Context: an optimization exercise on an open-source flow, tuned for small area, a short achievable clock period and few clock cycles. The choices shown serve that exercise and are no tape-out recipe. At most, simulation tests tie the RTL to the original design; equivalence was not proved.

job 101:
==> module wildcard_glob_matcher, before the edit <==
module wildcard_glob_matcher (
    input  wire               clk,
    input  wire               rst_n,
    input  wire               item_valid,
    output logic              item_ready,
    input  wire  [9:0]        item_in,
    output logic              result_valid,
    input  wire               result_ready,
    output logic [1:0]        result
);
    localparam int N  = wgm_pkg::MAX_PATTERN;
    localparam int NH = N / 8 + 1;
    wgm_pkg::item_t      item;
    assign item = wgm_pkg::item_t'(item_in);
    logic                ready_reg;
    logic                accept;
    assign item_ready = ready_reg;
    assign accept     = item_valid && ready_reg;
    logic                a_start;
    logic                a_pat;
    logic                a_text;
    logic                a_end;
    logic                a_star;
    logic [7:0]          a_ch;
    always_ff @(posedge clk or negedge rst_n)
    begin
        if (!rst_n)
        begin
            a_start <= 1'b0;
            a_pat   <= 1'b0;
            a_text  <= 1'b0;
            a_end   <= 1'b0;
        end
        else
        begin
            a_start <= accept && (item.mode == wgm_pkg::MODE_START);
            a_pat   <= accept && (item.mode == wgm_pkg::MODE_PATTERN);
            a_text  <= accept && (item.mode == wgm_pkg::MODE_TEXT);
            a_end   <= accept && (item.mode == wgm_pkg::MODE_END);
        end
    end
    always_ff @(posedge clk)
    begin
        a_ch   <= item.ch;
        a_star <= (item.ch == wgm_pkg::CH_STAR);
    end
    logic                pat_we;
    logic [6:0]          pat_len_reg;
    logic [6:0]          pat_len_next;
    logic [NH-1:0]       slot_hi_reg;
    logic [NH-1:0]       slot_hi_next;
    logic [7:0]          slot_lo_reg;
    logic [7:0]          slot_lo_next;
    logic                text_started_reg;
    logic                text_started_next;
    logic                error_reg;
    logic                error_next;
    logic                last_star_reg;
    logic                last_star_next;
    logic                all_star_reg;
    logic                all_star_next;
    logic                pat_ok_reg;
    assign pat_we = a_pat && pat_ok_reg && !(a_star && last_star_reg);
    always_comb
    begin
        pat_len_next      = pat_len_reg;
        slot_hi_next      = slot_hi_reg;
        slot_lo_next      = slot_lo_reg;
        text_started_next = text_started_reg;
        error_next        = error_reg;
        last_star_next    = last_star_reg;
        all_star_next     = all_star_reg;
        if (a_start)
        begin
            pat_len_next      = '0;
            slot_hi_next      = NH'(1);
            slot_lo_next      = 8'd1;
            text_started_next = 1'b0;
            error_next        = 1'b0;
            last_star_next    = 1'b0;
            all_star_next     = 1'b1;
        end
        else if (a_pat)
        begin
            if (pat_ok_reg)
            begin
                pat_len_next   = pat_len_reg + 1'b1;
                last_star_next = a_star;
                all_star_next  = all_star_reg && a_star;
                if (pat_we)
                begin
                    slot_lo_next = {slot_lo_reg[6:0], slot_lo_reg[7]};
                    if (slot_lo_reg[7])
                    begin
                        slot_hi_next = {slot_hi_reg[NH-2:0], 1'b0};
                    end
                end
            end
            else
            begin
                error_next = 1'b1;
            end
        end
        else if (a_text)
        begin
            text_started_next = 1'b1;
        end
    end
    always_ff @(posedge clk or negedge rst_n)
    begin
        if (!rst_n)
        begin
            pat_len_reg      <= '0;
            slot_hi_reg      <= NH'(1);
            slot_lo_reg      <= 8'd1;
            text_started_reg <= 1'b0;
            error_reg        <= 1'b0;
            last_star_reg    <= 1'b0;
            all_star_reg     <= 1'b1;
            pat_ok_reg       <= 1'b1;
        end
        else
        begin
            pat_len_reg      <= pat_len_next;
            slot_hi_reg      <= slot_hi_next;
            slot_lo_reg      <= slot_lo_next;
            text_started_reg <= text_started_next;
            error_reg        <= error_next;
            last_star_reg    <= last_star_next;
            all_star_reg     <= all_star_next;
            pat_ok_reg       <= !text_started_next && !pat_len_next[6];
        end
    end
    logic                c_text;
    logic                c_end;
    logic                c_text_seen;
    always_ff @(posedge clk or negedge rst_n)
    begin
        if (!rst_n)
        begin
            c_text      <= 1'b0;
            c_end       <= 1'b0;
            c_text_seen <= 1'b0;
        end
        else
        begin
            c_text      <= a_text;
            c_end       <= a_end;
            c_text_seen <= text_started_reg;
        end
    end
    logic [N:0]          col;
    logic [N:0]          step;
    logic [N-1:0]        we;
    logic [NH-1:0]       we_grp;
    assign col[0]  = !c_text_seen;
    assign step[0] = 1'b0;
    for (genvar h = 0; h < NH; h++)
    begin : g_we
        assign we_grp[h] = pat_we && slot_hi_reg[h];
    end
    for (genvar i = 0; i < N; i++)
    begin : g_cell
        assign we[i] = we_grp[i / 8] && slot_lo_reg[i % 8];
        wgm_cell u_cell (
            .clk       (clk),
            .we        (we[i]),
            .ch        (a_ch),
            .pat_col   (all_star_reg && a_star),
            .text_en   (c_text),
            .prev_col  (col[i]),
            .prev_step (step[i]),
            .col       (col[i+1]),
            .step      (step[i+1])
        );
    end
    logic [NH-1:0]       grp_hit;
    logic [NH-1:0]       d_grp_reg;
    logic                d_err_reg;
    logic                d_end;
    for (genvar h = 0; h < NH; h++)
    begin : g_grp
        logic [7:0] part;
        for (genvar l = 0; l < 8; l++)
        begin : g_lo
            if (8 * h + l <= N)
            begin : g_on
                assign part[l] = col[8 * h + l] && slot_lo_reg[l];
            end
            else
            begin : g_off
                assign part[l] = 1'b0;
            end
        end
        assign grp_hit[h] = slot_hi_reg[h] && (|part);
    end
    always_ff @(posedge clk)
    begin
        d_grp_reg <= grp_hit;
        d_err_reg <= error_reg;
    end
    always_ff @(posedge clk or negedge rst_n)
    begin
        if (!rst_n)
        begin
            d_end <= 1'b0;
        end
        else
        begin
            d_end <= c_end;
        end
    end
    logic                out_v;
    logic                skid_v;
    logic                wr_ptr;
    logic                rd_ptr;
    logic [1:0]          mem_r [2];
    logic [1:0]          mem_next [2];
    logic [1:0]          out_r;
    logic [1:0]          new_r;
    logic                push;
    logic                pop;
    logic                rd_ptr_next;
    logic                out_v_next;
    logic                skid_v_next;
    assign new_r       = {|d_grp_reg, d_err_reg};
    assign push        = d_end;
    assign pop         = out_v && result_ready;
    assign rd_ptr_next = rd_ptr ^ pop;
    always_comb
    begin
        mem_next[0] = mem_r[0];
        mem_next[1] = mem_r[1];
        if (push)
        begin
            mem_next[wr_ptr] = new_r;
        end
        out_v_next  = out_v;
        skid_v_next = skid_v;
        if (push && !pop)
        begin
            out_v_next  = 1'b1;
            skid_v_next = out_v;
        end
        else if (pop && !push)
        begin
            out_v_next  = skid_v;
            skid_v_next = 1'b0;
        end
    end
    always_ff @(posedge clk or negedge rst_n)
    begin
        if (!rst_n)
        begin
            out_v  <= 1'b0;
            skid_v <= 1'b0;
            wr_ptr <= 1'b0;
            rd_ptr <= 1'b0;
        end
        else
        begin
            out_v  <= out_v_next;
            skid_v <= skid_v_next;
            wr_ptr <= wr_ptr ^ push;
            rd_ptr <= rd_ptr_next;
        end
    end
    always_ff @(posedge clk)
    begin
        mem_r[0] <= mem_next[0];
        mem_r[1] <= mem_next[1];
        out_r    <= mem_next[rd_ptr_next];
        ready_reg <= (32'(out_v_next) + 32'(skid_v_next) + 32'(c_end) + 32'(a_end)
                      + 32'(accept && (item.mode == wgm_pkg::MODE_END))) <= 1;
    end
    assign result_valid = out_v;
    assign result       = out_r;
endmodule
==> flow/config.mk <==
export PLATFORM = sky130hd
export DESIGN_NAME = wildcard_glob_matcher
export DESIGN_NICKNAME = wildcard_glob_matcher
export VERILOG_FILES = /design/flow/design.v
export SDC_FILE = /design/flow/constraint.sdc
export NUM_CORES = 4
export LEC_CHECK = 0
export CAP_MARGIN = 20
export CORE_MARGIN = 2
export CORE_UTILIZATION = 60
export CTS_BUF_LIST = sky130_fd_sc_hd__clkbuf_8 sky130_fd_sc_hd__clkbuf_16
export CTS_CLUSTER_DIAMETER = 100
export CTS_CLUSTER_SIZE = 30
export SETUP_SLACK_MARGIN = 1.3
export SLEW_MARGIN = 20
==> flow/constraint.sdc <==
create_clock -name core_clock -period 3.0 [get_ports {clk}]
set_input_delay 0.6000 -clock core_clock [delete_from_list [all_inputs] [get_ports {clk}]]
set_output_delay 0.6000 -clock core_clock [all_outputs]
set_load 0.01 [all_outputs]
run.sh (not shown) runs the stock make flow with config.mk's settings and CLKGATE_MAP_FILE= SYNTH_SCRIPT=/design/flow/synth_recipe.tcl, a recipe that flattens the netlist after the stock synthesis.
--- input diff job 101..job 102 ---
--- a/flow/design.v
+++ b/flow/design.v
@@ -84,12 +84,14 @@
     logic                a_start;
     logic                a_pat;
     logic                a_text;
     logic                a_end;
     logic                a_star;
     logic [7:0]          a_ch;
+    logic                a_we;
+    logic [NH-1:0]       a_we_grp;
     always_ff @(posedge clk or negedge rst_n)
     begin
         if (!rst_n)
         begin
             a_start <= 1'b0;
             a_pat   <= 1'b0;
@@ -122,13 +124,13 @@
     logic                error_next;
     logic                last_star_reg;
     logic                last_star_next;
     logic                all_star_reg;
     logic                all_star_next;
     logic                pat_ok_reg;
-    assign pat_we = a_pat && pat_ok_reg && !(a_star && last_star_reg);
+    assign pat_we = a_we;
     always_comb
     begin
         pat_len_next      = pat_len_reg;
         slot_hi_next      = slot_hi_reg;
         slot_lo_next      = slot_lo_reg;
         text_started_next = text_started_reg;
@@ -193,12 +195,29 @@
             error_reg        <= error_next;
             last_star_reg    <= last_star_next;
             all_star_reg     <= all_star_next;
             pat_ok_reg       <= !text_started_next && !pat_len_next[6];
         end
     end
+    logic                take_we;
+    assign take_we = accept && (item.mode == wgm_pkg::MODE_PATTERN)
+                     && !text_started_next && !pat_len_next[6]
+                     && !((item.ch == wgm_pkg::CH_STAR) && last_star_next);
+    always_ff @(posedge clk or negedge rst_n)
+    begin
+        if (!rst_n)
+        begin
+            a_we     <= 1'b0;
+            a_we_grp <= '0;
+        end
+        else
+        begin
+            a_we     <= take_we;
+            a_we_grp <= take_we ? slot_hi_next : '0;
+        end
+    end
     logic                c_text;
     logic                c_end;
     logic                c_text_seen;
     always_ff @(posedge clk or negedge rst_n)
     begin
         if (!rst_n)
@@ -219,13 +238,13 @@
     logic [N-1:0]        we;
     logic [NH-1:0]       we_grp;
     assign col[0]  = !c_text_seen;
     assign step[0] = 1'b0;
     for (genvar h = 0; h < NH; h++)
     begin : g_we
-        assign we_grp[h] = pat_we && slot_hi_reg[h];
+        assign we_grp[h] = a_we_grp[h];
     end
     for (genvar i = 0; i < N; i++)
     begin : g_cell
         assign we[i] = we_grp[i / 8] && slot_lo_reg[i % 8];
         wgm_cell u_cell (
             .clk       (clk),
@@ -289,12 +308,17 @@
     logic                out_v_next;
     logic                skid_v_next;
     assign new_r       = {|d_grp_reg, d_err_reg};
     assign push        = d_end;
     assign pop         = out_v && result_ready;
     assign rd_ptr_next = rd_ptr ^ pop;
+    logic                in_end;
+    logic                at_most_one;
+    assign in_end      = accept && (item.mode == wgm_pkg::MODE_END);
+    assign at_most_one = !((out_v_next && (c_end || a_end || in_end))
+                           || (c_end && (a_end || in_end)) || (a_end && in_end));
     always_comb
     begin
         mem_next[0] = mem_r[0];
         mem_next[1] = mem_r[1];
         if (push)
         begin
@@ -332,13 +356,12 @@
     end
     always_ff @(posedge clk)
     begin
         mem_r[0] <= mem_next[0];
         mem_r[1] <= mem_next[1];
         out_r    <= mem_next[rd_ptr_next];
-        ready_reg <= (32'(out_v_next) + 32'(skid_v_next) + 32'(c_end) + 32'(a_end)
-                      + 32'(accept && (item.mode == wgm_pkg::MODE_END))) <= 1;
+        ready_reg <= !skid_v_next && at_most_one;
     end
     assign result_valid = out_v;
     assign result       = out_r;
 endmodule
 `default_nettype wire
### Flow results
- Sort job 101 and job 102 by via count asc -> top: job 101
- In the reports for job 101 and job 102, the larger routed length per placed instance belongs to job 101.
- Job 102 does better than job 101 on worst setup slack.
- The buffer count from post-CTS setup fixing in job 102 sits 33 below the value recorded for job 101.
- The core of job 102 is less densely filled than that of job 101.
- On clock skew, job 101 tracks job 102 almost exactly.
- Job 102: total placed instance area 0.45% above job 101
- Taking job 101 as the reference point, the transition time at the pin with the least slew margin of job 102 falls by 0.21 ns.
- A library cell contributing the largest single delay on the critical path of sky130_fd_sc_hd__dfrtp_1 is what job 102 shows, while sky130_fd_sc_hd__dfrtp_2 belongs to job 101.
- Summary — maximum number of pins on one net before global-route repair, job 102 relative to job 101: lower, by 17.
Testbench counts of job 102, summed over its fixed seeds: cycles 56,359.
Only the layout flow was run in job 101; the RTL was not checked for function there.

afterwards: timing with drivers on the ports:
The flow's constraints put no driver on any port. The routed layouts listed below were extracted and timed again, unchanged, in two steps.
Step 1: set_driving_cell puts a clkbuf_16 on clk and a buf_2 on each other input, an assumption about the parent block.
Step 2, shift: input delay + t, output delay - t, t = (earliest + latest rising clock arrival at the registers) / 2. This alone moves slack from input paths to output paths.
Slacks: no drivers / after step 1 / after step 2; pairs: no drivers / after step 1.
| run | shift t [ns] | slack for setup (ns) | worst hold slack (ns) | worst register clock-pin slew, ns |
|---|---|---|---|---|
| job 101 | 0.671 | 1.044 / 1.032 / 0.445 | 0.396 / 0.396 / 0.396 | 0.12 / 0.12 |
| job 102 | 0.675 | 1.240 / 1.179 / 0.674 | 0.019 / -0.019 / 0.389 | 0.12 / 0.12 |
After both steps every run listed still meets setup and hold. For job 101, which loses most, drivers alone change the setup slack by -0.012 ns; drivers and shift together by -0.599 ns.
